This is an optimization exercise on Yosys and OpenROAD, whose aim is small area and a short achievable clock period, not a production implementation.
Only simulation tests tie the RTL to the original design; equivalence was not proved.

## flow/design.v

```verilog
package iir_filter_pkg;
	localparam int sample_w = 15;
	localparam int gain_w = 25;
	localparam int frac_bits = 6;
	localparam int wb_addr_w = 3;
	localparam int wb_data_w = 32;
	localparam logic [gain_w-1:0] rst_b0 = gain_w'(216);
	localparam logic [gain_w-1:0] rst_b1 = gain_w'(-221);
	localparam logic [gain_w-1:0] rst_b2 = gain_w'(-650);
	localparam logic [gain_w-1:0] rst_b3 = gain_w'(662);
	localparam logic [gain_w-1:0] rst_a1 = gain_w'(28);
	localparam logic [gain_w-1:0] rst_a2 = gain_w'(-316);
	localparam logic [gain_w-1:0] rst_a3 = gain_w'(-39);
endpackage
`timescale 1ns/1ps
module coefficient_regs (
	input  logic clk,
	input  logic rst,
	input  logic wb_cyc,
	input  logic wb_stb,
	input  logic wb_we,
	input  logic [2:0] wb_adr,
	input  logic [31:0] wb_dat_i,
	output logic [31:0] wb_dat_o,
	output logic wb_ack,
	output logic wr,
	output logic [24:0] g_b0, g_b1, g_b2, g_b3, g_a1, g_a2, g_a3,
	output logic [24:0] n_b0, n_b1, n_b2, n_b3, n_a1, n_a2, n_a3
);
	logic ack_q;
	logic access;
	logic [24:0] rd_q;
	logic [24:0] rd_d;
	assign access = wb_cyc && wb_stb && !ack_q;
	assign wr = access && wb_we;
	always_ff @(posedge clk or posedge rst) begin
		if (rst) ack_q <= 1'b0;
		else ack_q <= access;
	end
	assign wb_ack = ack_q;
	assign n_b0 = (wr && wb_adr == 3'd0) ? wb_dat_i[24:0] : g_b0;
	assign n_b1 = (wr && wb_adr == 3'd1) ? wb_dat_i[24:0] : g_b1;
	assign n_b2 = (wr && wb_adr == 3'd2) ? wb_dat_i[24:0] : g_b2;
	assign n_b3 = (wr && wb_adr == 3'd3) ? wb_dat_i[24:0] : g_b3;
	assign n_a1 = (wr && wb_adr == 3'd4) ? wb_dat_i[24:0] : g_a1;
	assign n_a2 = (wr && wb_adr == 3'd5) ? wb_dat_i[24:0] : g_a2;
	assign n_a3 = (wr && wb_adr == 3'd6) ? wb_dat_i[24:0] : g_a3;
	always_ff @(posedge clk or posedge rst) begin
		if (rst) begin
			g_b0 <= iir_filter_pkg::rst_b0;
			g_b1 <= iir_filter_pkg::rst_b1;
			g_b2 <= iir_filter_pkg::rst_b2;
			g_b3 <= iir_filter_pkg::rst_b3;
			g_a1 <= iir_filter_pkg::rst_a1;
			g_a2 <= iir_filter_pkg::rst_a2;
			g_a3 <= iir_filter_pkg::rst_a3;
		end else begin
			g_b0 <= n_b0;
			g_b1 <= n_b1;
			g_b2 <= n_b2;
			g_b3 <= n_b3;
			g_a1 <= n_a1;
			g_a2 <= n_a2;
			g_a3 <= n_a3;
		end
	end
	always_comb begin
		case (wb_adr)
			3'd0: rd_d = g_b0;
			3'd1: rd_d = g_b1;
			3'd2: rd_d = g_b2;
			3'd3: rd_d = g_b3;
			3'd4: rd_d = g_a1;
			3'd5: rd_d = g_a2;
			3'd6: rd_d = g_a3;
			default: rd_d = '0;
		endcase
		if (wb_we && wb_adr != 3'd7) rd_d = wb_dat_i[24:0];
	end
	always_ff @(posedge clk) begin
		rd_q <= rd_d;
	end
	assign wb_dat_o = {{7{rd_q[24]}}, rd_q};
endmodule
`timescale 1ns/1ps
module state_chain (
	input  logic clk,
	input  logic rst,
	input  logic [14:0] data,
	input  logic data_en,
	input  logic [14:0] den_sum,
	output logic [14:0] w1,
	output logic [14:0] w2,
	output logic [14:0] w3
);
	always_ff @(posedge clk or posedge rst) begin
		if (rst) begin
			w1 <= '0;
			w2 <= '0;
			w3 <= '0;
		end else if (data_en) begin
			w1 <= data - den_sum;
			w2 <= w1;
			w3 <= w2;
		end
	end
endmodule
`timescale 1ns/1ps
module stage2_a (
	input  logic [14:0] hs,
	input  logic [14:0] hc,
	input  logic [14:0] add0,
	input  logic cy,
	output logic [14:0] y
);
	wire s1;
	wire c2;
	assign s1 = add0[0] ^ cy;
	assign c2 = add0[0] & cy;
	wire s3;
	wire c4;
	assign s3 = add0[1] ^ hc[1];
	assign c4 = add0[1] & hc[1];
	wire s5;
	wire c6;
	assign s5 = add0[2] ^ hc[2];
	assign c6 = add0[2] & hc[2];
	wire s7;
	wire c8;
	assign s7 = add0[3] ^ hc[3];
	assign c8 = add0[3] & hc[3];
	wire s9;
	wire c10;
	assign s9 = add0[4] ^ hc[4];
	assign c10 = add0[4] & hc[4];
	wire s11;
	wire c12;
	assign s11 = add0[5] ^ hc[5];
	assign c12 = add0[5] & hc[5];
	wire s13;
	wire c14;
	assign s13 = add0[6] ^ hc[6];
	assign c14 = add0[6] & hc[6];
	wire s15;
	wire c16;
	assign s15 = add0[7] ^ hc[7];
	assign c16 = add0[7] & hc[7];
	wire s17;
	wire c18;
	assign s17 = add0[8] ^ hc[8];
	assign c18 = add0[8] & hc[8];
	wire s19;
	wire c20;
	assign s19 = add0[9] ^ hc[9];
	assign c20 = add0[9] & hc[9];
	wire s21;
	wire c22;
	assign s21 = add0[10] ^ hc[10];
	assign c22 = add0[10] & hc[10];
	wire s23;
	wire c24;
	assign s23 = add0[11] ^ hc[11];
	assign c24 = add0[11] & hc[11];
	wire s25;
	wire c26;
	assign s25 = add0[12] ^ hc[12];
	assign c26 = add0[12] & hc[12];
	wire s27;
	wire c28;
	assign s27 = add0[13] ^ hc[13];
	assign c28 = add0[13] & hc[13];
	wire s29;
	wire c30;
	assign s29 = add0[14] ^ hc[14];
	assign c30 = add0[14] & hc[14];
	wire s31;
	wire c32;
	assign s31 = hc[0] ^ hs[0];
	assign c32 = hc[0] & hs[0];
	wire s33;
	wire c34;
	assign s33 = hs[1] ^ c2 ^ s3;
	assign c34 = (hs[1] & c2) | (s3 & (hs[1] ^ c2));
	wire s35;
	wire c36;
	assign s35 = hs[2] ^ c4 ^ s5;
	assign c36 = (hs[2] & c4) | (s5 & (hs[2] ^ c4));
	wire s37;
	wire c38;
	assign s37 = hs[3] ^ c6 ^ s7;
	assign c38 = (hs[3] & c6) | (s7 & (hs[3] ^ c6));
	wire s39;
	wire c40;
	assign s39 = hs[4] ^ c8 ^ s9;
	assign c40 = (hs[4] & c8) | (s9 & (hs[4] ^ c8));
	wire s41;
	wire c42;
	assign s41 = hs[5] ^ c10 ^ s11;
	assign c42 = (hs[5] & c10) | (s11 & (hs[5] ^ c10));
	wire s43;
	wire c44;
	assign s43 = hs[6] ^ c12 ^ s13;
	assign c44 = (hs[6] & c12) | (s13 & (hs[6] ^ c12));
	wire s45;
	wire c46;
	assign s45 = hs[7] ^ c14 ^ s15;
	assign c46 = (hs[7] & c14) | (s15 & (hs[7] ^ c14));
	wire s47;
	wire c48;
	assign s47 = hs[8] ^ c16 ^ s17;
	assign c48 = (hs[8] & c16) | (s17 & (hs[8] ^ c16));
	wire s49;
	wire c50;
	assign s49 = hs[9] ^ c18 ^ s19;
	assign c50 = (hs[9] & c18) | (s19 & (hs[9] ^ c18));
	wire s51;
	wire c52;
	assign s51 = hs[10] ^ c20 ^ s21;
	assign c52 = (hs[10] & c20) | (s21 & (hs[10] ^ c20));
	wire s53;
	wire c54;
	assign s53 = hs[11] ^ c22 ^ s23;
	assign c54 = (hs[11] & c22) | (s23 & (hs[11] ^ c22));
	wire s55;
	wire c56;
	assign s55 = hs[12] ^ c24 ^ s25;
	assign c56 = (hs[12] & c24) | (s25 & (hs[12] ^ c24));
	wire s57;
	wire c58;
	assign s57 = hs[13] ^ c26 ^ s27;
	assign c58 = (hs[13] & c26) | (s27 & (hs[13] ^ c26));
	wire s59;
	wire c60;
	assign s59 = hs[14] ^ c28 ^ s29;
	assign c60 = (hs[14] & c28) | (s29 & (hs[14] ^ c28));
	logic [14:0] r0, r1;
	assign r0 = {s59, s57, s55, s53, s51, s49, s47, s45, s43, s41, s39, s37, s35, s33, s31};
	assign r1 = {c58, c56, c54, c52, c50, c48, c46, c44, c42, c40, c38, c36, c34, c32, s1};
	assign y = r0 + r1;
endmodule
module stage2_b (
	input  logic [14:0] hs,
	input  logic [14:0] hc,
	input  logic [14:0] add0,
	input  logic [14:0] hs2,
	input  logic [14:0] hc2,
	input  logic cy,
	input  logic cy2,
	output logic [14:0] y
);
	wire s1;
	wire c2;
	assign s1 = add0[0] ^ cy;
	assign c2 = add0[0] & cy;
	wire s3;
	wire c4;
	assign s3 = hc[0] ^ hs[0] ^ cy2;
	assign c4 = (hc[0] & hs[0]) | (cy2 & (hc[0] ^ hs[0]));
	wire s5;
	wire c6;
	assign s5 = add0[1] ^ hc[1] ^ hs[1];
	assign c6 = (add0[1] & hc[1]) | (hs[1] & (add0[1] ^ hc[1]));
	wire s7;
	wire c8;
	assign s7 = c2 ^ hc2[1];
	assign c8 = c2 & hc2[1];
	wire s9;
	wire c10;
	assign s9 = add0[2] ^ hc[2] ^ hs[2];
	assign c10 = (add0[2] & hc[2]) | (hs[2] & (add0[2] ^ hc[2]));
	wire s11;
	wire c12;
	assign s11 = hc2[2] ^ hs2[2];
	assign c12 = hc2[2] & hs2[2];
	wire s13;
	wire c14;
	assign s13 = add0[3] ^ hc[3] ^ hs[3];
	assign c14 = (add0[3] & hc[3]) | (hs[3] & (add0[3] ^ hc[3]));
	wire s15;
	wire c16;
	assign s15 = hc2[3] ^ hs2[3];
	assign c16 = hc2[3] & hs2[3];
	wire s17;
	wire c18;
	assign s17 = add0[4] ^ hc[4] ^ hs[4];
	assign c18 = (add0[4] & hc[4]) | (hs[4] & (add0[4] ^ hc[4]));
	wire s19;
	wire c20;
	assign s19 = hc2[4] ^ hs2[4];
	assign c20 = hc2[4] & hs2[4];
	wire s21;
	wire c22;
	assign s21 = add0[5] ^ hc[5] ^ hs[5];
	assign c22 = (add0[5] & hc[5]) | (hs[5] & (add0[5] ^ hc[5]));
	wire s23;
	wire c24;
	assign s23 = hc2[5] ^ hs2[5];
	assign c24 = hc2[5] & hs2[5];
	wire s25;
	wire c26;
	assign s25 = add0[6] ^ hc[6] ^ hs[6];
	assign c26 = (add0[6] & hc[6]) | (hs[6] & (add0[6] ^ hc[6]));
	wire s27;
	wire c28;
	assign s27 = hc2[6] ^ hs2[6];
	assign c28 = hc2[6] & hs2[6];
	wire s29;
	wire c30;
	assign s29 = add0[7] ^ hc[7] ^ hs[7];
	assign c30 = (add0[7] & hc[7]) | (hs[7] & (add0[7] ^ hc[7]));
	wire s31;
	wire c32;
	assign s31 = hc2[7] ^ hs2[7];
	assign c32 = hc2[7] & hs2[7];
	wire s33;
	wire c34;
	assign s33 = add0[8] ^ hc[8] ^ hs[8];
	assign c34 = (add0[8] & hc[8]) | (hs[8] & (add0[8] ^ hc[8]));
	wire s35;
	wire c36;
	assign s35 = hc2[8] ^ hs2[8];
	assign c36 = hc2[8] & hs2[8];
	wire s37;
	wire c38;
	assign s37 = add0[9] ^ hc[9] ^ hs[9];
	assign c38 = (add0[9] & hc[9]) | (hs[9] & (add0[9] ^ hc[9]));
	wire s39;
	wire c40;
	assign s39 = hc2[9] ^ hs2[9];
	assign c40 = hc2[9] & hs2[9];
	wire s41;
	wire c42;
	assign s41 = add0[10] ^ hc[10] ^ hs[10];
	assign c42 = (add0[10] & hc[10]) | (hs[10] & (add0[10] ^ hc[10]));
	wire s43;
	wire c44;
	assign s43 = hc2[10] ^ hs2[10];
	assign c44 = hc2[10] & hs2[10];
	wire s45;
	wire c46;
	assign s45 = add0[11] ^ hc[11] ^ hs[11];
	assign c46 = (add0[11] & hc[11]) | (hs[11] & (add0[11] ^ hc[11]));
	wire s47;
	wire c48;
	assign s47 = hc2[11] ^ hs2[11];
	assign c48 = hc2[11] & hs2[11];
	wire s49;
	wire c50;
	assign s49 = add0[12] ^ hc[12] ^ hs[12];
	assign c50 = (add0[12] & hc[12]) | (hs[12] & (add0[12] ^ hc[12]));
	wire s51;
	wire c52;
	assign s51 = hc2[12] ^ hs2[12];
	assign c52 = hc2[12] & hs2[12];
	wire s53;
	wire c54;
	assign s53 = add0[13] ^ hc[13] ^ hs[13];
	assign c54 = (add0[13] & hc[13]) | (hs[13] & (add0[13] ^ hc[13]));
	wire s55;
	wire c56;
	assign s55 = hc2[13] ^ hs2[13];
	assign c56 = hc2[13] & hs2[13];
	wire s57;
	wire c58;
	assign s57 = add0[14] ^ hc[14] ^ hs[14];
	assign c58 = (add0[14] & hc[14]) | (hs[14] & (add0[14] ^ hc[14]));
	wire s59;
	wire c60;
	assign s59 = hc2[14] ^ hs2[14];
	assign c60 = hc2[14] & hs2[14];
	wire s61;
	wire c62;
	assign s61 = hc2[0] ^ hs2[0];
	assign c62 = hc2[0] & hs2[0];
	wire s63;
	wire c64;
	assign s63 = hs2[1] ^ s5 ^ c4;
	assign c64 = (hs2[1] & s5) | (c4 & (hs2[1] ^ s5));
	wire s65;
	wire c66;
	assign s65 = c6 ^ s9 ^ c8;
	assign c66 = (c6 & s9) | (c8 & (c6 ^ s9));
	wire s67;
	wire c68;
	assign s67 = c10 ^ s13 ^ c12;
	assign c68 = (c10 & s13) | (c12 & (c10 ^ s13));
	wire s69;
	wire c70;
	assign s69 = c14 ^ s17 ^ c16;
	assign c70 = (c14 & s17) | (c16 & (c14 ^ s17));
	wire s71;
	wire c72;
	assign s71 = c18 ^ s21 ^ c20;
	assign c72 = (c18 & s21) | (c20 & (c18 ^ s21));
	wire s73;
	wire c74;
	assign s73 = c22 ^ s25 ^ c24;
	assign c74 = (c22 & s25) | (c24 & (c22 ^ s25));
	wire s75;
	wire c76;
	assign s75 = c26 ^ s29 ^ c28;
	assign c76 = (c26 & s29) | (c28 & (c26 ^ s29));
	wire s77;
	wire c78;
	assign s77 = c30 ^ s33 ^ c32;
	assign c78 = (c30 & s33) | (c32 & (c30 ^ s33));
	wire s79;
	wire c80;
	assign s79 = c34 ^ s37 ^ c36;
	assign c80 = (c34 & s37) | (c36 & (c34 ^ s37));
	wire s81;
	wire c82;
	assign s81 = c38 ^ s41 ^ c40;
	assign c82 = (c38 & s41) | (c40 & (c38 ^ s41));
	wire s83;
	wire c84;
	assign s83 = c42 ^ s45 ^ c44;
	assign c84 = (c42 & s45) | (c44 & (c42 ^ s45));
	wire s85;
	wire c86;
	assign s85 = c46 ^ s49 ^ c48;
	assign c86 = (c46 & s49) | (c48 & (c46 ^ s49));
	wire s87;
	wire c88;
	assign s87 = c50 ^ s53 ^ c52;
	assign c88 = (c50 & s53) | (c52 & (c50 ^ s53));
	wire s89;
	wire c90;
	assign s89 = c54 ^ s57 ^ c56;
	assign c90 = (c54 & s57) | (c56 & (c54 ^ s57));
	wire s91;
	wire c92;
	assign s91 = s1 ^ s3;
	assign c92 = s1 & s3;
	wire s93;
	wire c94;
	assign s93 = c62 ^ s7 ^ s63;
	assign c94 = (c62 & s7) | (s63 & (c62 ^ s7));
	wire s95;
	wire c96;
	assign s95 = s11 ^ c64 ^ s65;
	assign c96 = (s11 & c64) | (s65 & (s11 ^ c64));
	wire s97;
	wire c98;
	assign s97 = s15 ^ c66 ^ s67;
	assign c98 = (s15 & c66) | (s67 & (s15 ^ c66));
	wire s99;
	wire c100;
	assign s99 = s19 ^ c68 ^ s69;
	assign c100 = (s19 & c68) | (s69 & (s19 ^ c68));
	wire s101;
	wire c102;
	assign s101 = s23 ^ c70 ^ s71;
	assign c102 = (s23 & c70) | (s71 & (s23 ^ c70));
	wire s103;
	wire c104;
	assign s103 = s27 ^ c72 ^ s73;
	assign c104 = (s27 & c72) | (s73 & (s27 ^ c72));
	wire s105;
	wire c106;
	assign s105 = s31 ^ c74 ^ s75;
	assign c106 = (s31 & c74) | (s75 & (s31 ^ c74));
	wire s107;
	wire c108;
	assign s107 = s35 ^ c76 ^ s77;
	assign c108 = (s35 & c76) | (s77 & (s35 ^ c76));
	wire s109;
	wire c110;
	assign s109 = s39 ^ c78 ^ s79;
	assign c110 = (s39 & c78) | (s79 & (s39 ^ c78));
	wire s111;
	wire c112;
	assign s111 = s43 ^ c80 ^ s81;
	assign c112 = (s43 & c80) | (s81 & (s43 ^ c80));
	wire s113;
	wire c114;
	assign s113 = s47 ^ c82 ^ s83;
	assign c114 = (s47 & c82) | (s83 & (s47 ^ c82));
	wire s115;
	wire c116;
	assign s115 = s51 ^ c84 ^ s85;
	assign c116 = (s51 & c84) | (s85 & (s51 ^ c84));
	wire s117;
	wire c118;
	assign s117 = s55 ^ c86 ^ s87;
	assign c118 = (s55 & c86) | (s87 & (s55 ^ c86));
	wire s119;
	wire c120;
	assign s119 = s59 ^ c88 ^ s89;
	assign c120 = (s59 & c88) | (s89 & (s59 ^ c88));
	logic [14:0] r0, r1;
	assign r0 = {s119, s117, s115, s113, s111, s109, s107, s105, s103, s101, s99, s97, s95, s93, s91};
	assign r1 = {c118, c116, c114, c112, c110, c108, c106, c104, c102, c100, c98, c96, c94, c92, s61};
	assign y = r0 + r1;
endmodule
`timescale 1ns/1ps
module mul_cs (
	input  logic [14:0] w,
	input  logic [20:0] g,
	output logic [14:0] hs,
	output logic [14:0] hc,
	output logic cy
);
	logic [15:0] we;
	assign we = {w[14], w};
	logic [7:0] one, two, neg;
	assign one[0] = we[0] ^ 1'b0;
	assign two[0] = (we[1] & ~we[0] & ~1'b0) | (~we[1] & we[0] & 1'b0);
	assign neg[0] = we[1];
	wire p1;
	assign p1 = (one[0] & g[0]) ^ neg[0];
	wire p2;
	assign p2 = ((one[0] & g[1]) | (two[0] & g[0])) ^ neg[0];
	wire p3;
	assign p3 = ((one[0] & g[2]) | (two[0] & g[1])) ^ neg[0];
	wire p4;
	assign p4 = ((one[0] & g[3]) | (two[0] & g[2])) ^ neg[0];
	wire p5;
	assign p5 = ((one[0] & g[4]) | (two[0] & g[3])) ^ neg[0];
	wire p6;
	assign p6 = ((one[0] & g[5]) | (two[0] & g[4])) ^ neg[0];
	wire p7;
	assign p7 = ((one[0] & g[6]) | (two[0] & g[5])) ^ neg[0];
	wire p8;
	assign p8 = ((one[0] & g[7]) | (two[0] & g[6])) ^ neg[0];
	wire p9;
	assign p9 = ((one[0] & g[8]) | (two[0] & g[7])) ^ neg[0];
	wire p10;
	assign p10 = ((one[0] & g[9]) | (two[0] & g[8])) ^ neg[0];
	wire p11;
	assign p11 = ((one[0] & g[10]) | (two[0] & g[9])) ^ neg[0];
	wire p12;
	assign p12 = ((one[0] & g[11]) | (two[0] & g[10])) ^ neg[0];
	wire p13;
	assign p13 = ((one[0] & g[12]) | (two[0] & g[11])) ^ neg[0];
	wire p14;
	assign p14 = ((one[0] & g[13]) | (two[0] & g[12])) ^ neg[0];
	wire p15;
	assign p15 = ((one[0] & g[14]) | (two[0] & g[13])) ^ neg[0];
	wire p16;
	assign p16 = ((one[0] & g[15]) | (two[0] & g[14])) ^ neg[0];
	wire p17;
	assign p17 = ((one[0] & g[16]) | (two[0] & g[15])) ^ neg[0];
	wire p18;
	assign p18 = ((one[0] & g[17]) | (two[0] & g[16])) ^ neg[0];
	wire p19;
	assign p19 = ((one[0] & g[18]) | (two[0] & g[17])) ^ neg[0];
	wire p20;
	assign p20 = ((one[0] & g[19]) | (two[0] & g[18])) ^ neg[0];
	wire p21;
	assign p21 = ((one[0] & g[20]) | (two[0] & g[19])) ^ neg[0];
	assign one[1] = we[2] ^ we[1];
	assign two[1] = (we[3] & ~we[2] & ~we[1]) | (~we[3] & we[2] & we[1]);
	assign neg[1] = we[3];
	wire p22;
	assign p22 = (one[1] & g[0]) ^ neg[1];
	wire p23;
	assign p23 = ((one[1] & g[1]) | (two[1] & g[0])) ^ neg[1];
	wire p24;
	assign p24 = ((one[1] & g[2]) | (two[1] & g[1])) ^ neg[1];
	wire p25;
	assign p25 = ((one[1] & g[3]) | (two[1] & g[2])) ^ neg[1];
	wire p26;
	assign p26 = ((one[1] & g[4]) | (two[1] & g[3])) ^ neg[1];
	wire p27;
	assign p27 = ((one[1] & g[5]) | (two[1] & g[4])) ^ neg[1];
	wire p28;
	assign p28 = ((one[1] & g[6]) | (two[1] & g[5])) ^ neg[1];
	wire p29;
	assign p29 = ((one[1] & g[7]) | (two[1] & g[6])) ^ neg[1];
	wire p30;
	assign p30 = ((one[1] & g[8]) | (two[1] & g[7])) ^ neg[1];
	wire p31;
	assign p31 = ((one[1] & g[9]) | (two[1] & g[8])) ^ neg[1];
	wire p32;
	assign p32 = ((one[1] & g[10]) | (two[1] & g[9])) ^ neg[1];
	wire p33;
	assign p33 = ((one[1] & g[11]) | (two[1] & g[10])) ^ neg[1];
	wire p34;
	assign p34 = ((one[1] & g[12]) | (two[1] & g[11])) ^ neg[1];
	wire p35;
	assign p35 = ((one[1] & g[13]) | (two[1] & g[12])) ^ neg[1];
	wire p36;
	assign p36 = ((one[1] & g[14]) | (two[1] & g[13])) ^ neg[1];
	wire p37;
	assign p37 = ((one[1] & g[15]) | (two[1] & g[14])) ^ neg[1];
	wire p38;
	assign p38 = ((one[1] & g[16]) | (two[1] & g[15])) ^ neg[1];
	wire p39;
	assign p39 = ((one[1] & g[17]) | (two[1] & g[16])) ^ neg[1];
	wire p40;
	assign p40 = ((one[1] & g[18]) | (two[1] & g[17])) ^ neg[1];
	assign one[2] = we[4] ^ we[3];
	assign two[2] = (we[5] & ~we[4] & ~we[3]) | (~we[5] & we[4] & we[3]);
	assign neg[2] = we[5];
	wire p41;
	assign p41 = (one[2] & g[0]) ^ neg[2];
	wire p42;
	assign p42 = ((one[2] & g[1]) | (two[2] & g[0])) ^ neg[2];
	wire p43;
	assign p43 = ((one[2] & g[2]) | (two[2] & g[1])) ^ neg[2];
	wire p44;
	assign p44 = ((one[2] & g[3]) | (two[2] & g[2])) ^ neg[2];
	wire p45;
	assign p45 = ((one[2] & g[4]) | (two[2] & g[3])) ^ neg[2];
	wire p46;
	assign p46 = ((one[2] & g[5]) | (two[2] & g[4])) ^ neg[2];
	wire p47;
	assign p47 = ((one[2] & g[6]) | (two[2] & g[5])) ^ neg[2];
	wire p48;
	assign p48 = ((one[2] & g[7]) | (two[2] & g[6])) ^ neg[2];
	wire p49;
	assign p49 = ((one[2] & g[8]) | (two[2] & g[7])) ^ neg[2];
	wire p50;
	assign p50 = ((one[2] & g[9]) | (two[2] & g[8])) ^ neg[2];
	wire p51;
	assign p51 = ((one[2] & g[10]) | (two[2] & g[9])) ^ neg[2];
	wire p52;
	assign p52 = ((one[2] & g[11]) | (two[2] & g[10])) ^ neg[2];
	wire p53;
	assign p53 = ((one[2] & g[12]) | (two[2] & g[11])) ^ neg[2];
	wire p54;
	assign p54 = ((one[2] & g[13]) | (two[2] & g[12])) ^ neg[2];
	wire p55;
	assign p55 = ((one[2] & g[14]) | (two[2] & g[13])) ^ neg[2];
	wire p56;
	assign p56 = ((one[2] & g[15]) | (two[2] & g[14])) ^ neg[2];
	wire p57;
	assign p57 = ((one[2] & g[16]) | (two[2] & g[15])) ^ neg[2];
	assign one[3] = we[6] ^ we[5];
	assign two[3] = (we[7] & ~we[6] & ~we[5]) | (~we[7] & we[6] & we[5]);
	assign neg[3] = we[7];
	wire p58;
	assign p58 = (one[3] & g[0]) ^ neg[3];
	wire p59;
	assign p59 = ((one[3] & g[1]) | (two[3] & g[0])) ^ neg[3];
	wire p60;
	assign p60 = ((one[3] & g[2]) | (two[3] & g[1])) ^ neg[3];
	wire p61;
	assign p61 = ((one[3] & g[3]) | (two[3] & g[2])) ^ neg[3];
	wire p62;
	assign p62 = ((one[3] & g[4]) | (two[3] & g[3])) ^ neg[3];
	wire p63;
	assign p63 = ((one[3] & g[5]) | (two[3] & g[4])) ^ neg[3];
	wire p64;
	assign p64 = ((one[3] & g[6]) | (two[3] & g[5])) ^ neg[3];
	wire p65;
	assign p65 = ((one[3] & g[7]) | (two[3] & g[6])) ^ neg[3];
	wire p66;
	assign p66 = ((one[3] & g[8]) | (two[3] & g[7])) ^ neg[3];
	wire p67;
	assign p67 = ((one[3] & g[9]) | (two[3] & g[8])) ^ neg[3];
	wire p68;
	assign p68 = ((one[3] & g[10]) | (two[3] & g[9])) ^ neg[3];
	wire p69;
	assign p69 = ((one[3] & g[11]) | (two[3] & g[10])) ^ neg[3];
	wire p70;
	assign p70 = ((one[3] & g[12]) | (two[3] & g[11])) ^ neg[3];
	wire p71;
	assign p71 = ((one[3] & g[13]) | (two[3] & g[12])) ^ neg[3];
	wire p72;
	assign p72 = ((one[3] & g[14]) | (two[3] & g[13])) ^ neg[3];
	assign one[4] = we[8] ^ we[7];
	assign two[4] = (we[9] & ~we[8] & ~we[7]) | (~we[9] & we[8] & we[7]);
	assign neg[4] = we[9];
	wire p73;
	assign p73 = (one[4] & g[0]) ^ neg[4];
	wire p74;
	assign p74 = ((one[4] & g[1]) | (two[4] & g[0])) ^ neg[4];
	wire p75;
	assign p75 = ((one[4] & g[2]) | (two[4] & g[1])) ^ neg[4];
	wire p76;
	assign p76 = ((one[4] & g[3]) | (two[4] & g[2])) ^ neg[4];
	wire p77;
	assign p77 = ((one[4] & g[4]) | (two[4] & g[3])) ^ neg[4];
	wire p78;
	assign p78 = ((one[4] & g[5]) | (two[4] & g[4])) ^ neg[4];
	wire p79;
	assign p79 = ((one[4] & g[6]) | (two[4] & g[5])) ^ neg[4];
	wire p80;
	assign p80 = ((one[4] & g[7]) | (two[4] & g[6])) ^ neg[4];
	wire p81;
	assign p81 = ((one[4] & g[8]) | (two[4] & g[7])) ^ neg[4];
	wire p82;
	assign p82 = ((one[4] & g[9]) | (two[4] & g[8])) ^ neg[4];
	wire p83;
	assign p83 = ((one[4] & g[10]) | (two[4] & g[9])) ^ neg[4];
	wire p84;
	assign p84 = ((one[4] & g[11]) | (two[4] & g[10])) ^ neg[4];
	wire p85;
	assign p85 = ((one[4] & g[12]) | (two[4] & g[11])) ^ neg[4];
	assign one[5] = we[10] ^ we[9];
	assign two[5] = (we[11] & ~we[10] & ~we[9]) | (~we[11] & we[10] & we[9]);
	assign neg[5] = we[11];
	wire p86;
	assign p86 = (one[5] & g[0]) ^ neg[5];
	wire p87;
	assign p87 = ((one[5] & g[1]) | (two[5] & g[0])) ^ neg[5];
	wire p88;
	assign p88 = ((one[5] & g[2]) | (two[5] & g[1])) ^ neg[5];
	wire p89;
	assign p89 = ((one[5] & g[3]) | (two[5] & g[2])) ^ neg[5];
	wire p90;
	assign p90 = ((one[5] & g[4]) | (two[5] & g[3])) ^ neg[5];
	wire p91;
	assign p91 = ((one[5] & g[5]) | (two[5] & g[4])) ^ neg[5];
	wire p92;
	assign p92 = ((one[5] & g[6]) | (two[5] & g[5])) ^ neg[5];
	wire p93;
	assign p93 = ((one[5] & g[7]) | (two[5] & g[6])) ^ neg[5];
	wire p94;
	assign p94 = ((one[5] & g[8]) | (two[5] & g[7])) ^ neg[5];
	wire p95;
	assign p95 = ((one[5] & g[9]) | (two[5] & g[8])) ^ neg[5];
	wire p96;
	assign p96 = ((one[5] & g[10]) | (two[5] & g[9])) ^ neg[5];
	assign one[6] = we[12] ^ we[11];
	assign two[6] = (we[13] & ~we[12] & ~we[11]) | (~we[13] & we[12] & we[11]);
	assign neg[6] = we[13];
	wire p97;
	assign p97 = (one[6] & g[0]) ^ neg[6];
	wire p98;
	assign p98 = ((one[6] & g[1]) | (two[6] & g[0])) ^ neg[6];
	wire p99;
	assign p99 = ((one[6] & g[2]) | (two[6] & g[1])) ^ neg[6];
	wire p100;
	assign p100 = ((one[6] & g[3]) | (two[6] & g[2])) ^ neg[6];
	wire p101;
	assign p101 = ((one[6] & g[4]) | (two[6] & g[3])) ^ neg[6];
	wire p102;
	assign p102 = ((one[6] & g[5]) | (two[6] & g[4])) ^ neg[6];
	wire p103;
	assign p103 = ((one[6] & g[6]) | (two[6] & g[5])) ^ neg[6];
	wire p104;
	assign p104 = ((one[6] & g[7]) | (two[6] & g[6])) ^ neg[6];
	wire p105;
	assign p105 = ((one[6] & g[8]) | (two[6] & g[7])) ^ neg[6];
	assign one[7] = we[14] ^ we[13];
	assign two[7] = (we[15] & ~we[14] & ~we[13]) | (~we[15] & we[14] & we[13]);
	assign neg[7] = we[15];
	wire p106;
	assign p106 = (one[7] & g[0]) ^ neg[7];
	wire p107;
	assign p107 = ((one[7] & g[1]) | (two[7] & g[0])) ^ neg[7];
	wire p108;
	assign p108 = ((one[7] & g[2]) | (two[7] & g[1])) ^ neg[7];
	wire p109;
	assign p109 = ((one[7] & g[3]) | (two[7] & g[2])) ^ neg[7];
	wire p110;
	assign p110 = ((one[7] & g[4]) | (two[7] & g[3])) ^ neg[7];
	wire p111;
	assign p111 = ((one[7] & g[5]) | (two[7] & g[4])) ^ neg[7];
	wire p112;
	assign p112 = ((one[7] & g[6]) | (two[7] & g[5])) ^ neg[7];
	wire s113;
	wire c114;
	assign s113 = neg[5] ^ p11;
	assign c114 = neg[5] & p11;
	wire s115;
	wire c116;
	assign s115 = p12 ^ p31;
	assign c116 = p12 & p31;
	wire s117;
	wire c118;
	assign s117 = neg[6] ^ p13 ^ p32;
	assign c118 = (neg[6] & p13) | (p32 & (neg[6] ^ p13));
	wire s119;
	wire c120;
	assign s119 = p49 ^ p64;
	assign c120 = p49 & p64;
	wire s121;
	wire c122;
	assign s121 = p14 ^ p33 ^ p50;
	assign c122 = (p14 & p33) | (p50 & (p14 ^ p33));
	wire s123;
	wire c124;
	assign s123 = p65 ^ p78;
	assign c124 = p65 & p78;
	wire s125;
	wire c126;
	assign s125 = neg[7] ^ p106 ^ p15;
	assign c126 = (neg[7] & p106) | (p15 & (neg[7] ^ p106));
	wire s127;
	wire c128;
	assign s127 = p34 ^ p51 ^ p66;
	assign c128 = (p34 & p51) | (p66 & (p34 ^ p51));
	wire s129;
	wire c130;
	assign s129 = p79 ^ p90;
	assign c130 = p79 & p90;
	wire s131;
	wire c132;
	assign s131 = p100 ^ p107 ^ p16;
	assign c132 = (p100 & p107) | (p16 & (p100 ^ p107));
	wire s133;
	wire c134;
	assign s133 = p35 ^ p52 ^ p67;
	assign c134 = (p35 & p52) | (p67 & (p35 ^ p52));
	wire s135;
	wire c136;
	assign s135 = p80 ^ p91;
	assign c136 = p80 & p91;
	wire s137;
	wire c138;
	assign s137 = p101 ^ p108 ^ p17;
	assign c138 = (p101 & p108) | (p17 & (p101 ^ p108));
	wire s139;
	wire c140;
	assign s139 = p36 ^ p53 ^ p68;
	assign c140 = (p36 & p53) | (p68 & (p36 ^ p53));
	wire s141;
	wire c142;
	assign s141 = p81 ^ p92;
	assign c142 = p81 & p92;
	wire s143;
	wire c144;
	assign s143 = p102 ^ p109 ^ p18;
	assign c144 = (p102 & p109) | (p18 & (p102 ^ p109));
	wire s145;
	wire c146;
	assign s145 = p37 ^ p54 ^ p69;
	assign c146 = (p37 & p54) | (p69 & (p37 ^ p54));
	wire s147;
	wire c148;
	assign s147 = p82 ^ p93;
	assign c148 = p82 & p93;
	wire s149;
	wire c150;
	assign s149 = p103 ^ p110 ^ p19;
	assign c150 = (p103 & p110) | (p19 & (p103 ^ p110));
	wire s151;
	wire c152;
	assign s151 = p38 ^ p55 ^ p70;
	assign c152 = (p38 & p55) | (p70 & (p38 ^ p55));
	wire s153;
	wire c154;
	assign s153 = p83 ^ p94;
	assign c154 = p83 & p94;
	wire s155;
	wire c156;
	assign s155 = p104 ^ p111 ^ p20;
	assign c156 = (p104 & p111) | (p20 & (p104 ^ p111));
	wire s157;
	wire c158;
	assign s157 = p39 ^ p56 ^ p71;
	assign c158 = (p39 & p56) | (p71 & (p39 ^ p56));
	wire s159;
	wire c160;
	assign s159 = p84 ^ p95;
	assign c160 = p84 & p95;
	wire s161;
	wire c162;
	assign s161 = p105 ^ p112 ^ p21;
	assign c162 = (p105 & p112) | (p21 & (p105 ^ p112));
	wire s163;
	wire c164;
	assign s163 = p40 ^ p57 ^ p72;
	assign c164 = (p40 & p57) | (p72 & (p40 ^ p57));
	wire s165;
	wire c166;
	assign s165 = p85 ^ p96;
	assign c166 = p85 & p96;
	wire s167;
	wire c168;
	assign s167 = neg[3] ^ p26;
	assign c168 = neg[3] & p26;
	wire s169;
	wire c170;
	assign s169 = p27 ^ p44;
	assign c170 = p27 & p44;
	wire s171;
	wire c172;
	assign s171 = neg[4] ^ p28 ^ p45;
	assign c172 = (neg[4] & p28) | (p45 & (neg[4] ^ p28));
	wire s173;
	wire c174;
	assign s173 = p60 ^ p73;
	assign c174 = p60 & p73;
	wire s175;
	wire c176;
	assign s175 = p10 ^ p29 ^ p46;
	assign c176 = (p10 & p29) | (p46 & (p10 ^ p29));
	wire s177;
	wire c178;
	assign s177 = p61 ^ p74;
	assign c178 = p61 & p74;
	wire s179;
	wire c180;
	assign s179 = p30 ^ p47 ^ p62;
	assign c180 = (p30 & p47) | (p62 & (p30 ^ p47));
	wire s181;
	wire c182;
	assign s181 = p75 ^ p86 ^ s113;
	assign c182 = (p75 & p86) | (s113 & (p75 ^ p86));
	wire s183;
	wire c184;
	assign s183 = p48 ^ p63 ^ p76;
	assign c184 = (p48 & p63) | (p76 & (p48 ^ p63));
	wire s185;
	wire c186;
	assign s185 = p87 ^ c114 ^ s115;
	assign c186 = (p87 & c114) | (s115 & (p87 ^ c114));
	wire s187;
	wire c188;
	assign s187 = p77 ^ p88 ^ p97;
	assign c188 = (p77 & p88) | (p97 & (p77 ^ p88));
	wire s189;
	wire c190;
	assign s189 = c116 ^ s117 ^ s119;
	assign c190 = (c116 & s117) | (s119 & (c116 ^ s117));
	wire s191;
	wire c192;
	assign s191 = p89 ^ p98 ^ c118;
	assign c192 = (p89 & p98) | (c118 & (p89 ^ p98));
	wire s193;
	wire c194;
	assign s193 = c120 ^ s121 ^ s123;
	assign c194 = (c120 & s121) | (s123 & (c120 ^ s121));
	wire s195;
	wire c196;
	assign s195 = p99 ^ c122 ^ c124;
	assign c196 = (p99 & c122) | (c124 & (p99 ^ c122));
	wire s197;
	wire c198;
	assign s197 = s125 ^ s127 ^ s129;
	assign c198 = (s125 & s127) | (s129 & (s125 ^ s127));
	wire s199;
	wire c200;
	assign s199 = c126 ^ c128 ^ c130;
	assign c200 = (c126 & c128) | (c130 & (c126 ^ c128));
	wire s201;
	wire c202;
	assign s201 = s131 ^ s133 ^ s135;
	assign c202 = (s131 & s133) | (s135 & (s131 ^ s133));
	wire s203;
	wire c204;
	assign s203 = c132 ^ c134 ^ c136;
	assign c204 = (c132 & c134) | (c136 & (c132 ^ c134));
	wire s205;
	wire c206;
	assign s205 = s137 ^ s139 ^ s141;
	assign c206 = (s137 & s139) | (s141 & (s137 ^ s139));
	wire s207;
	wire c208;
	assign s207 = c138 ^ c140 ^ c142;
	assign c208 = (c138 & c140) | (c142 & (c138 ^ c140));
	wire s209;
	wire c210;
	assign s209 = s143 ^ s145 ^ s147;
	assign c210 = (s143 & s145) | (s147 & (s143 ^ s145));
	wire s211;
	wire c212;
	assign s211 = c144 ^ c146 ^ c148;
	assign c212 = (c144 & c146) | (c148 & (c144 ^ c146));
	wire s213;
	wire c214;
	assign s213 = s149 ^ s151 ^ s153;
	assign c214 = (s149 & s151) | (s153 & (s149 ^ s151));
	wire s215;
	wire c216;
	assign s215 = c150 ^ c152 ^ c154;
	assign c216 = (c150 & c152) | (c154 & (c150 ^ c152));
	wire s217;
	wire c218;
	assign s217 = s155 ^ s157 ^ s159;
	assign c218 = (s155 & s157) | (s159 & (s155 ^ s157));
	wire s219;
	wire c220;
	assign s219 = c156 ^ c158 ^ c160;
	assign c220 = (c156 & c158) | (c160 & (c156 ^ c158));
	wire s221;
	wire c222;
	assign s221 = s161 ^ s163 ^ s165;
	assign c222 = (s161 & s163) | (s165 & (s161 ^ s163));
	wire s223;
	wire c224;
	assign s223 = neg[2] ^ p24;
	assign c224 = neg[2] & p24;
	wire s225;
	wire c226;
	assign s225 = p25 ^ p42;
	assign c226 = p25 & p42;
	wire s227;
	wire c228;
	assign s227 = p43 ^ p58 ^ p7;
	assign c228 = (p43 & p58) | (p7 & (p43 ^ p58));
	wire s229;
	wire c230;
	assign s229 = p59 ^ p8 ^ c168;
	assign c230 = (p59 & p8) | (c168 & (p59 ^ p8));
	wire s231;
	wire c232;
	assign s231 = p9 ^ c170 ^ s171;
	assign c232 = (p9 & c170) | (s171 & (p9 ^ c170));
	wire s233;
	wire c234;
	assign s233 = c172 ^ c174 ^ s175;
	assign c234 = (c172 & c174) | (s175 & (c172 ^ c174));
	wire s235;
	wire c236;
	assign s235 = c176 ^ c178 ^ s179;
	assign c236 = (c176 & c178) | (s179 & (c176 ^ c178));
	wire s237;
	wire c238;
	assign s237 = c180 ^ s183 ^ c182;
	assign c238 = (c180 & s183) | (c182 & (c180 ^ s183));
	wire s239;
	wire c240;
	assign s239 = c184 ^ s187 ^ c186;
	assign c240 = (c184 & s187) | (c186 & (c184 ^ s187));
	wire s241;
	wire c242;
	assign s241 = c188 ^ c190 ^ s191;
	assign c242 = (c188 & c190) | (s191 & (c188 ^ c190));
	wire s243;
	wire c244;
	assign s243 = c192 ^ c194 ^ s195;
	assign c244 = (c192 & c194) | (s195 & (c192 ^ c194));
	wire s245;
	wire c246;
	assign s245 = c196 ^ c198 ^ s199;
	assign c246 = (c196 & c198) | (s199 & (c196 ^ c198));
	wire s247;
	wire c248;
	assign s247 = c200 ^ c202 ^ s203;
	assign c248 = (c200 & c202) | (s203 & (c200 ^ c202));
	wire s249;
	wire c250;
	assign s249 = c204 ^ c206 ^ s207;
	assign c250 = (c204 & c206) | (s207 & (c204 ^ c206));
	wire s251;
	wire c252;
	assign s251 = c208 ^ c210 ^ s211;
	assign c252 = (c208 & c210) | (s211 & (c208 ^ c210));
	wire s253;
	wire c254;
	assign s253 = c212 ^ c214 ^ s215;
	assign c254 = (c212 & c214) | (s215 & (c212 ^ c214));
	wire s255;
	wire c256;
	assign s255 = c216 ^ c218 ^ s219;
	assign c256 = (c216 & c218) | (s219 & (c216 ^ c218));
	wire s257;
	wire c258;
	assign s257 = neg[1] ^ p22;
	assign c258 = neg[1] & p22;
	wire s259;
	wire c260;
	assign s259 = p23 ^ p4;
	assign c260 = p23 & p4;
	wire s261;
	wire c262;
	assign s261 = p41 ^ p5 ^ s223;
	assign c262 = (p41 & p5) | (s223 & (p41 ^ p5));
	wire s263;
	wire c264;
	assign s263 = p6 ^ c224 ^ s225;
	assign c264 = (p6 & c224) | (s225 & (p6 ^ c224));
	wire s265;
	wire c266;
	assign s265 = c226 ^ s167 ^ s227;
	assign c266 = (c226 & s167) | (s227 & (c226 ^ s167));
	wire s267;
	wire c268;
	assign s267 = c228 ^ s169 ^ s229;
	assign c268 = (c228 & s169) | (s229 & (c228 ^ s169));
	wire s269;
	wire c270;
	assign s269 = s173 ^ c230 ^ s231;
	assign c270 = (s173 & c230) | (s231 & (s173 ^ c230));
	wire s271;
	wire c272;
	assign s271 = s177 ^ c232 ^ s233;
	assign c272 = (s177 & c232) | (s233 & (s177 ^ c232));
	wire s273;
	wire c274;
	assign s273 = c234 ^ s181 ^ s235;
	assign c274 = (c234 & s181) | (s235 & (c234 ^ s181));
	wire s275;
	wire c276;
	assign s275 = c236 ^ s185 ^ s237;
	assign c276 = (c236 & s185) | (s237 & (c236 ^ s185));
	wire s277;
	wire c278;
	assign s277 = s189 ^ c238 ^ s239;
	assign c278 = (s189 & c238) | (s239 & (s189 ^ c238));
	wire s279;
	wire c280;
	assign s279 = s193 ^ c240 ^ s241;
	assign c280 = (s193 & c240) | (s241 & (s193 ^ c240));
	wire s281;
	wire c282;
	assign s281 = s197 ^ c242 ^ s243;
	assign c282 = (s197 & c242) | (s243 & (s197 ^ c242));
	wire s283;
	wire c284;
	assign s283 = s201 ^ c244 ^ s245;
	assign c284 = (s201 & c244) | (s245 & (s201 ^ c244));
	wire s285;
	wire c286;
	assign s285 = s205 ^ c246 ^ s247;
	assign c286 = (s205 & c246) | (s247 & (s205 ^ c246));
	wire s287;
	wire c288;
	assign s287 = s209 ^ c248 ^ s249;
	assign c288 = (s209 & c248) | (s249 & (s209 ^ c248));
	wire s289;
	wire c290;
	assign s289 = s213 ^ c250 ^ s251;
	assign c290 = (s213 & c250) | (s251 & (s213 ^ c250));
	wire s291;
	wire c292;
	assign s291 = s217 ^ c252 ^ s253;
	assign c292 = (s217 & c252) | (s253 & (s217 ^ c252));
	wire s293;
	wire c294;
	assign s293 = s221 ^ c254 ^ s255;
	assign c294 = (s221 & c254) | (s255 & (s221 ^ c254));
	logic [20:0] r0, r1;
	assign r0 = {s293, s291, s289, s287, s285, s283, s281, s279, s277, s275, s273, s271, s269, s267, s265, s263, s261, s259, s257, p2, neg[0]};
	assign r1 = {c292, c290, c288, c286, c284, c282, c280, c278, c276, c274, c272, c270, c268, c266, c264, c262, c260, c258, p3, 1'b0, p1};
	logic [6:0] lo;
	assign lo = {1'b0, r0[5:0]} + {1'b0, r1[5:0]};
	assign cy = lo[6];
	assign hs = r0[20:6];
	assign hc = r1[20:6];
endmodule
`timescale 1ns/1ps
module iir_filter (
	input  logic clk,
	input  logic rst,
	input  logic signed [14:0] data,
	input  logic data_en,
	input  logic wb_cyc,
	input  logic wb_stb,
	input  logic wb_we,
	input  logic [2:0] wb_adr,
	input  logic [31:0] wb_dat_i,
	output logic [31:0] wb_dat_o,
	output logic wb_ack,
	output logic signed [14:0] data_out,
	output logic data_out_en
);
	logic wr;
	logic [24:0] g_b0, g_b1, g_b2, g_b3, g_a1, g_a2, g_a3;
	logic [24:0] n_b0, n_b1, n_b2, n_b3, n_a1, n_a2, n_a3;
	logic [14:0] w1, w2, w3;
	logic [14:0] den, num;
	logic [14:0] ra, rb;
	logic [14:0] ya, yb;
	logic [4:0] s;
	logic samp;
	logic oen_q;
	coefficient_regs i_coefficient_regs (
		.clk      (clk),
		.rst      (rst),
		.wb_cyc   (wb_cyc),
		.wb_stb   (wb_stb),
		.wb_we    (wb_we),
		.wb_adr   (wb_adr),
		.wb_dat_i (wb_dat_i),
		.wb_dat_o (wb_dat_o),
		.wb_ack   (wb_ack),
		.wr       (wr),
		.g_b0     (g_b0),
		.g_b1     (g_b1),
		.g_b2     (g_b2),
		.g_b3     (g_b3),
		.g_a1     (g_a1),
		.g_a2     (g_a2),
		.g_a3     (g_a3),
		.n_b0     (n_b0),
		.n_b1     (n_b1),
		.n_b2     (n_b2),
		.n_b3     (n_b3),
		.n_a1     (n_a1),
		.n_a2     (n_a2),
		.n_a3     (n_a3)
	);
	state_chain i_state_chain (
		.clk     (clk),
		.rst     (rst),
		.data    (data),
		.data_en (data_en),
		.den_sum (den),
		.w1      (w1),
		.w2      (w2),
		.w3      (w3)
	);
	logic start;
	assign start = data_en || wr;
	always_ff @(posedge clk or posedge rst) begin
		if (rst) begin
			s <= '0;
			samp <= 1'b0;
			oen_q <= 1'b0;
		end else begin
			s[0] <= start;
			s[1] <= s[0] && !start;
			s[2] <= s[1] && !start;
			s[3] <= s[2] && !start;
			s[4] <= s[3];
			if (start) samp <= data_en;
			oen_q <= s[1] && samp;
		end
	end
	logic [20:0] ga, gb;
	logic [14:0] wb;
	always_ff @(posedge clk) begin
		begin
			if (start) ga <= n_b0[20:0];
			else if (s[0]) ga <= g_a1[20:0];
			else if (s[1]) ga <= g_b1[20:0];
			else ga <= '0;
			if (start) gb <= n_a2[20:0];
			else if (s[0]) gb <= g_a3[20:0];
			else if (s[1]) gb <= g_b2[20:0];
			else if (s[2]) gb <= g_b3[20:0];
			else gb <= '0;
		end
	end
	always_ff @(posedge clk) begin
		if (data_en) wb <= w1;
		else if ((s[0] || s[2]) && !wr) wb <= w3;
		else wb <= w2;
	end
	logic [14:0] ha_s, ha_c;
	logic ha_y;
	mul_cs i_mul_a (
		.w  (w1),
		.g  (ga),
		.hs (ha_s),
		.hc (ha_c),
		.cy (ha_y)
	);
	logic [14:0] hb_s, hb_c;
	logic hb_y;
	mul_cs i_mul_b (
		.w  (wb),
		.g  (gb),
		.hs (hb_s),
		.hc (hb_c),
		.cy (hb_y)
	);
	logic [14:0] pa_s, pa_c, pb_s, pb_c;
	logic pa_y, pb_y;
	always_ff @(posedge clk) begin
		pa_s <= ha_s;
		pa_c <= ha_c;
		pa_y <= ha_y;
		pb_s <= hb_s;
		pb_c <= hb_c;
		pb_y <= hb_y;
	end
	stage2_a i_stage2_a (
		.hs   (pa_s),
		.hc   (pa_c),
		.cy   (pa_y),
		.add0 (num),
		.y    (ya)
	);
	logic use_a;
	assign use_a = !s[1];
	stage2_b i_stage2_b (
		.hs   (pb_s),
		.hc   (pb_c),
		.cy   (pb_y),
		.hs2  (use_a ? pa_s : 15'd0),
		.hc2  (use_a ? pa_c : 15'd0),
		.cy2  (use_a && pa_y),
		.add0 (rb),
		.y    (yb)
	);
	always_ff @(posedge clk or posedge rst) begin
		if (rst) begin
			ra <= '0;
			den <= '0;
			num <= '0;
		end else begin
			ra <= ya;
			if (s[2]) den <= yb;
			if (s[4]) num <= yb;
		end
	end
	always_ff @(posedge clk) begin
		if (s[0] || s[2]) rb <= '0;
		else rb <= yb;
	end
	assign data_out = ra;
	assign data_out_en = oen_q;
endmodule
```

## flow/run.sh

```bash
#!/bin/bash
# synth_recipe.tcl (not shown) runs the flow's synth.tcl, then flattens the netlist and writes it again
# the make line also repeats each setting of config.mk as NAME=value (left out here)
make -C /OpenROAD-flow-scripts/flow DESIGN_CONFIG=/design/flow/config.mk WORK_HOME=/design/flow/orfs CLKGATE_MAP_FILE= SYNTH_SCRIPT=/design/flow/synth_recipe.tcl finish
```

## flow/config.mk

```make
export PLATFORM = sky130hd
export DESIGN_NAME = iir_filter
export DESIGN_NICKNAME = iir_filter
export VERILOG_FILES = /design/flow/design.v
export SDC_FILE = /design/flow/constraint.sdc
export NUM_CORES = 4
export LEC_CHECK = 0
export CAP_MARGIN = 20
export CORE_MARGIN = 2
export CORE_UTILIZATION = 50
export SETUP_SLACK_MARGIN = 4.0
export SLEW_MARGIN = 20
```

## flow/constraint.sdc

```tcl
create_clock -name core_clock -period 8.0 [get_ports {clk}]
set_input_delay 1.6000 -clock core_clock [delete_from_list [all_inputs] [get_ports {clk}]]
set_output_delay 1.6000 -clock core_clock [all_outputs]
set_load 0.01 [all_outputs]
```

==> key figures, run 1 <==
Timing
  • Max Slew Vio Count: 0
  • Tcrit/Tclk final: roughly half
  • Fmax: 0.256 GHz
  • Slew @ Worst Pin: 1.12 ns
  • Worst Clk Skew: 0.0584 ns
  • Endpoints failing setup: 0
  • Minimum clock period: 3.91 ns
  • Rel. slew slack: 25.1%
  • Setup TNS: 0 ns
  • RSZ-0062 raised after global routing: yes
  • Fin. Hold Viols: 0

Synthesis
  • Mapped Cells: 3,639
  • EDFF count, synth: 0
  • Register area share after synthesis: 31.2%
  • Synth area leader: dfrtp_1
  • Library cells used by synthesis: 85
  • FF+latch count, synth: 432
  • Most instantiated library cell after synthesis: inv_1
  • Async set-or-reset flop fraction in the synthesized netlist: 63.2%
  • Synth Cell Area: ~32,000 um^2
  • Post-Syn Nets: roughly 4,000
  • Synthesized area per cell: 8.92 um^2
  • Top FF cell, synth: dfrtp_1
  • Largest cells by area after synthesis: dfrtp_1, fa_1, dfxtp_1
  • Synthesis Warnings: 3
  • Synth cell count leaders: inv_1, a21oi_1, nand2_1
  • Share of the synthesized area in the top cell type: between 10% and 20%

Status
  • Outcome: no timing/DRC/antenna violations

Final layout
  • Syn-to-layout area delta: 10.0%
  • Layout Nets: just under 4,000
  • Design Area, Final: 35,700 um^2
  • Diode count: 0
  • Layout cells sized above 1: 15.4%

Worst setup path
  • Crit path from: s[1]
  • Worst-path maximum fanout: 4
  • CP endpoint kind: flip-flop
  • Critical path required time: 8.47 ns
  • CP most frequent cell: fa_1
  • Worst r2r src: s[1]
  • CP peak stage delay: 0.52 ns
  • Critical path, cell by cell: nand2b_1 -> fa_1 -> inv_1 -> fa_1 -> inv_1 -> fa_1 -> inv_2 -> ha_1 -> a21o_1 -> a21oi_2 -> o21ai_2 -> o2111ai_2 -> nor2b_2 -> xnor2_2 -> mux2_2
  • Critical path class: reg2reg
  • Worst Reg-to-Reg Cells: 15
  • Critical Path AT: roughly 4.4 ns
  • CP Launch Type: flip-flop
  • Slowest-stage cell, CP: dfrtp_4

Die
  • Initial Util: 50.4%
  • Die area: 67,000 um^2
  • Core area: 64,300 um^2
  • Die width: 259 um
  • Die height: 259 um
  • Site Rows: 93
  • I/O pin total: 105

GRT
  • Initial antenna violation count: 1
  • Vias in the first global route: 26,000
  • First-pass GRT wire length: 149 mm
  • Overall Global Routing Usage: 28.3%
  • Total grt overflow: 0
  • Largest net degree at the start of global routing: 152

CTS
  • CTS HTree Levels: 2
  • CTS Buffer Depth: 3
  • Worst skew pair latency: 0.64 ns
  • Sink Count: 432
  • Clk root buf: clkbuf_16
  • CTS tree: built
  • Clock transition at the registers of the reported paths: roughly 0.060 ns
  • CTS Buf Count: 49

Route
  • Via count: 26,300
  • Drt drc: 0
  • Routed WL: 95.7 mm
  • Wire length per cell: around 22 um
  • Vias/cell: 5.93
  • Final ANT Viol Nets: 0
  • Pre-antenna DRT Iters: 8
  • Initial DRC count: about 2,100

Hold path
  • HP Class: reg2reg
  • Hold Path Depth: 0
  • Hold Startpoint: s[3]

Place
  • GPL Wtd Cong: ~0.92
  • DP Area: about 34,000 um^2
  • Hpwl dp: 65.3 mm
  • Port Buf Inserts: 97

Flow run
  • Max-Cap Viols: 0
## flip-flops by register name, indices dropped and copies added, names as in the netlist, 21 cells and up
signal and flops:
i_coefficient_regs.g_a3 25, ga 21, i_coefficient_regs.g_b2 25, i_coefficient_regs.g_a1 25, i_coefficient_regs.g_a2 25, i_coefficient_regs.g_b1 25, i_coefficient_regs.rd_q 25, i_coefficient_regs.g_b0 25
i_coefficient_regs.g_b3 25, gb 21
## area by class of cell
type	instances	area [um^2]
inverter	360	1370
clock buffer	71	1410
sequential	432	10200
timing repair inverter	1	5.00
tap	855	1070
multi-input combinational	2534	19800
clock inverter	21	338
fill	5740	28600
timing repair buffer	166	1560
## cell families after synthesis
logic type      count (synthesis)  share of synthesized area (%)
mux                           297                           10.4
fa+ha+maj                     332                           16.9
buf+inv                       673                           8.24
simple gates                  773                           10.3
flops                         432                           31.2
compound gates                993                           19.2
xor+xnor                      139                           3.79
## path summary, 6_finish.rpt
path | end | slack [ns]
setup / recovery | num[11] | 4.09
hold / removal | s[4] | 0.34
setup reg to reg | num[11] | 4.09
hold reg to reg | s[4] | 0.34
max in group asynchronous | s[1] | 5.14
min in group asynchronous | i_state_chain.w1[6] | 1.50
## metal layers
metal  global-route usage (%)  wire (um)  up-vias
li1                         -          -    12300
met3                     4.45       6120      165
met1                     39.0      41900    13000
met5                        0          0        -
met4                     9.04       3160        0
met2                     45.8      44500      930
## cell usage in the layout (no fill, tap or decap), types with 13 or more instances in the layout
cell,instances
a31oi_1,20
nand2_1,306
o21ai_0,187
xor2_1,44
fa_1,187
a21oi_1,336
dfxtp_1,146
nor2_1,306
buf_4,59
mux2i_1,68
dfstp_2,94
a211oi_1,71
o211ai_1,39
clkbuf_16,49
clkdlybuf4s50_1,94
ha_1,114
nand3_1,19
xnor2_1,91
and2_1,33
maj3_1,27
o311a_1,26
inv_1,349
o221ai_1,15
o22ai_1,79
a221oi_1,50
a22oi_1,46
nand2b_1,13
o21a_1,44
nor2b_1,31
mux2_2,220
nor3b_1,18
dfrtp_1,172
## through the flow
step                      hold WS, ns  instances  utilization, %  worst slack [ns]
after floorplan                 0.331       3639               -              2.87
after global placement          0.334       4335            52.3              3.47
after detailed placement        0.338       4335            52.3              3.44
after CTS                       0.341       4431            55.2              3.95
after global routing            0.349       4440            55.5              3.93
final                           0.343       4440            55.5              4.09
## what timing repair did
| action | in CTS | in global routing |
|---|---|---|
| cloned | 0 | 1 |
| hold buffers | 0 | 0 |
| setup buffers | 4 | 8 |
| pin swaps | 0 | 15 |
| setup endpoints to repair | 46 | 43 |
| gates resized for setup | 13 | 41 |
## worst max-delay path, delay by kind of cell (launching register included)
family | cells | cell delay (ns)
xor gates and xnor gates | 1 | 0.12
AOI/OAI and AO/OA | 4 | 0.78
and+or+nand+nor | 2 | 0.44
adders and majority gates | 4 | 1.39
buffers and inverters | 3 | 0.26
DFF | 1 | 0.52
muxes | 1 | 0.28
==> run 2: changes to the inputs <==
--- a/flow/config.mk
+++ b/flow/config.mk
@@ -7,3 +7,3 @@
 export LEC_CHECK = 0
-export CAP_MARGIN = 20
+export CAP_MARGIN = 5
 export CORE_MARGIN = 2
@@ -11,2 +11,2 @@
 export SETUP_SLACK_MARGIN = 4.0
-export SLEW_MARGIN = 20
+export SLEW_MARGIN = 5
==> key figures, run 2 <==
Status
  • Outcome: no timing/DRC/antenna violations (unchanged)

Worst setup path
  • CP peak stage delay: 0.88 ns (was 0.52 ns)
  • Critical Path AT: 4.37 ns (was 4.38 ns)
  • CP Launch Type: input pin (was flip-flop)
  • Reg-to-reg slack, setup: 4.13 ns (was 4.09 ns)
  • Critical path, cell by cell: clkdlybuf4s50_1 -> and3_1 -> nand2_2 -> mux2_2 -> nor2_1 -> a21oi_1 (was nand2b_1 -> fa_1 -> inv_1 -> fa_1 -> inv_1 -> fa_1 -> inv_2 -> ha_1 -> a21o_1 -> a21oi_2 -> o21ai_2 -> o2111ai_2 -> nor2b_2 -> xnor2_2 -> mux2_2)
  • Worst R2R End: den[14] (was num[11])
  • Worst-path maximum fanout: 25 (was 4)
  • Slowest-stage cell, CP: clkdlybuf4s50_1 (was dfrtp_4)
  • Critical path class: in2reg (was reg2reg)
  • Worst r2r src: pb_s[1] (was s[1])
  • CP endpoint kind: flip-flop (unchanged)
  • Critical path required time: 8.43 ns (was 8.47 ns)
  • Worst Reg-to-Reg Cells: 15 (unchanged)

GRT
  • Vias in the first global route: 25,900 (was 26,000)
  • First-pass GRT wire length: 149 mm (about the same)
  • Overall Global Routing Usage: 28.3% (about the same)
  • Total grt overflow: 0 (unchanged)
  • Initial antenna violation count: 1 (unchanged)
  • Largest net degree at the start of global routing: 152 (unchanged)

Synthesis
  • Synth cell count leaders: inv_1, a21oi_1, nand2_1 (unchanged)
  • Synthesis Warnings: 3 (unchanged)
  • Largest cells by area after synthesis: dfrtp_1, fa_1, dfxtp_1 (unchanged)
  • Library cells used by synthesis: 85 (unchanged)
  • Synth area leader: dfrtp_1 (unchanged)
  • Mapped Cells: 3,639 (unchanged)
  • Synth Cell Area: 32,500 um^2 (unchanged)
  • Most instantiated library cell after synthesis: inv_1 (unchanged)
  • Share of the synthesized area in the top cell type: 13.8% (unchanged)
  • Top FF cell, synth: dfrtp_1 (unchanged)
  • EDFF count, synth: 0 (unchanged)
  • Register area share after synthesis: 31.2% (unchanged)
  • FF+latch count, synth: 432 (unchanged)
  • Synthesized area per cell: 8.92 um^2 (unchanged)
  • Async set-or-reset flop fraction in the synthesized netlist: 63.2% (unchanged)
  • Post-Syn Nets: 4,000 (unchanged)

Die
  • Die area: 67,000 um^2 (unchanged)
  • Die width: 259 um (unchanged)
  • Initial Util: 50.4% (unchanged)
  • Site Rows: 93 (unchanged)
  • Core area: 64,300 um^2 (unchanged)
  • Die height: 259 um (unchanged)
  • I/O pin total: 105 (unchanged)

CTS
  • CTS Buffer Depth: 3 (unchanged)
  • CTS tree: built (unchanged)
  • Clock transition at the registers of the reported paths: 0.06 ns (about the same)
  • Sink Count: 432 (unchanged)
  • CTS HTree Levels: 2 (unchanged)
  • CTS Buf Count: 49 (unchanged)
  • Clk root buf: clkbuf_16 (unchanged)
  • Worst skew pair latency: 0.63 ns (was 0.64 ns)

Flow run
  • Max-Cap Viols: 0 (unchanged)

Place
  • Dpl cells: 4,335 (unchanged)
  • Hpwl dp: 65.3 mm (about the same)
  • GPL Wtd Cong: 0.917 (unchanged)
  • Port Buf Inserts: 97 (unchanged)

Route
  • Routed WL: 95.3 mm (was 95.7 mm)
  • Drt drc: 0 (unchanged)
  • Initial DRC count: 2,228 (was 2,143)
  • Via count: 26,300 (about the same)
  • Wire length per cell: 21.5 um (was 21.6 um)
  • Vias/cell: 5.93 (about the same)
  • Pre-antenna DRT Iters: 6 (was 8)
  • Final ANT Viol Nets: 0 (unchanged)

Final layout
  • Layout Nets: 3,899 (was 3,905)
  • Most frequent cells in the layout: inv_1, a21oi_1, nor2_1 (was inv_1, a21oi_1, nand2_1, nor2_1, mux2_2)
  • Most common cell after layout, fill and taps aside: inv_1 (unchanged)
  • Layout cells sized above 1: 15.2% (was 15.4%)
  • Fill cells: 5,757 (was 5,740)
  • Reg area: 10,200 um^2 (about the same)
  • Multi-input gate area: 19,800 um^2 (about the same)
  • Syn-to-layout area delta: 9.93% (was 10.0%)
  • Non-Filler Instances: 4,434 (was 4,440)
  • Diode count: 0 (unchanged)

Timing
  • Setup TNS: 0 ns (unchanged)
  • Worst Clk Skew: 0.0417 ns (was 0.0584 ns)
  • Tcrit/Tclk final: 49.2% (was 48.9%)
  • Fmax: 0.254 GHz (was 0.256 GHz)
  • Max Slew Vio Count: 0 (unchanged)
  • Fin. Hold Viols: 0 (unchanged)
  • Rel. slew slack: 18.6% (was 25.1%)
  • Endpoints failing setup: 0 (unchanged)
  • Minimum clock period: 3.94 ns (was 3.91 ns)
  • RSZ-0062 raised after global routing: yes (unchanged)
  • Slew @ Worst Pin: 1.22 ns (was 1.12 ns)

Hold path
  • Hold Startpoint: s[3] (unchanged)
  • Hold Path Depth: 0 (unchanged)
  • HP Class: reg2reg (unchanged)
  • Hold Crit Endpoint: s[4] (unchanged)
run 2: cell counts after synthesis:
Identical to the previous run, type by type.
run 2: worst max-delay path: cells and delay by family:
kind	cells	cell delay [ns]
AOI/OAI and AO/OA	1	0.43
muxes	1	0.44
buffers and inverters	1	0.88
and+or+nand+nor	3	1.00
run 2: logic make-up (layout without fill, tap and decap cells):
logic type | after synthesis | count (layout) | synth area share (%)
AOI/OAI and AO/OA | 993 | 993 | 19.2
xor gates and xnor gates | 139 | 139 | 3.79
adders and majority gates | 332 | 332 | 16.9
buffers and inverters | 673 | 613 | 8.24
DFF | 432 | 432 | 31.2
muxes | 297 | 297 | 10.4
and+or+nand+nor | 773 | 773 | 10.3
run 2: worst max path at each step:
stage	startpoint	end	slack, ns	depth (start not counted)
floorplan	rst	den[0]	2.87	1
global placement	wb_adr[1]	i_coefficient_regs.g_a3[1]	3.47	7
detailed placement	wb_adr[1]	i_coefficient_regs.g_a3[5]	3.44	7
CTS	ga[12]	pa_s[14]	3.93	15
global route	i_state_chain.w1[6]	pa_s[14]	3.93	14
finish	wb_we	gb[15]	4.06	6
run 2: through the flow:
| stage | instance area, um^2 | setup slack, ns | utilization (%) | hold slack (ns) |
|---|---|---|---|---|
| after global routing | 35700 | 3.93 | 55.4 | 0.352 |
| after global placement | 33700 | 3.47 | 52.3 | 0.334 |
| after floorplan | 32500 | 2.87 | - | 0.331 |
| final | 35700 | 4.06 | 55.4 | 0.351 |
| after detailed placement | 33700 | 3.44 | 52.3 | 0.338 |
| after CTS | 35400 | 3.93 | 55.1 | 0.351 |
run 2: per-layer routing:
metal	track usage [%]	vias to the layer above	part of all wire, %
li1	-	12300	-
met1	39.5	12900	44
met2	45.7	975	47
met3	4.10	142	6.7
met4	8.67	0	2.8
met5	0	-	0
run 2: final cells by class:
| cell class | instances | share of cell area, % |
|---|---|---|
| inverters | 360 | 3.83 |
| multi-input cells | 2534 | 55.6 |
| repair buffers | 161 | 4.23 |
| well taps | 855 | 3.00 |
| clock inverters | 18 | 0.712 |
| clock buffers | 74 | 4.13 |
| flip-flops and latches | 432 | 28.5 |
run 2: timing repair:
action,4_1_cts,5_1_grt
endpoints found under the hold margin,0,0
buffers inserted,1,6
pin swaps,3,15
gates cloned,0,0
endpoints found under the setup margin,42,67
hold buffers,0,0
gates resized for setup,13,46

[port drivers added, routing unchanged]
How much do the figures lean on ideal ports? The routed layouts below were timed once more, with nothing changed but the port constraints. Step 1: set_driving_cell puts a clkbuf_16 on clk and a buf_2 on each other input, an assumption about the parent block. Step 2 moves the port delays by t, midway between the first and last clock arrival at a register: inputs arrive t later, outputs are due t later. That takes back most of the time a late clock gives input paths. Three values: ideal, step 1, step 2; two values: the first two.
| run | t, ns | setup slack, ns | worst slew at a driven data input, ns |
|---|---|---|---|
| run 1 | 0.671 | 4.091 / 4.091 / 3.480 | 0.05 |
| run 2 | 0.671 | 4.063 / 4.103 / 3.432 | 0.05 |
After both steps setup and hold are still met in every run listed. The setup slack of run 2, which loses most, moves by +0.040 ns with the drivers and by -0.631 ns with both steps.
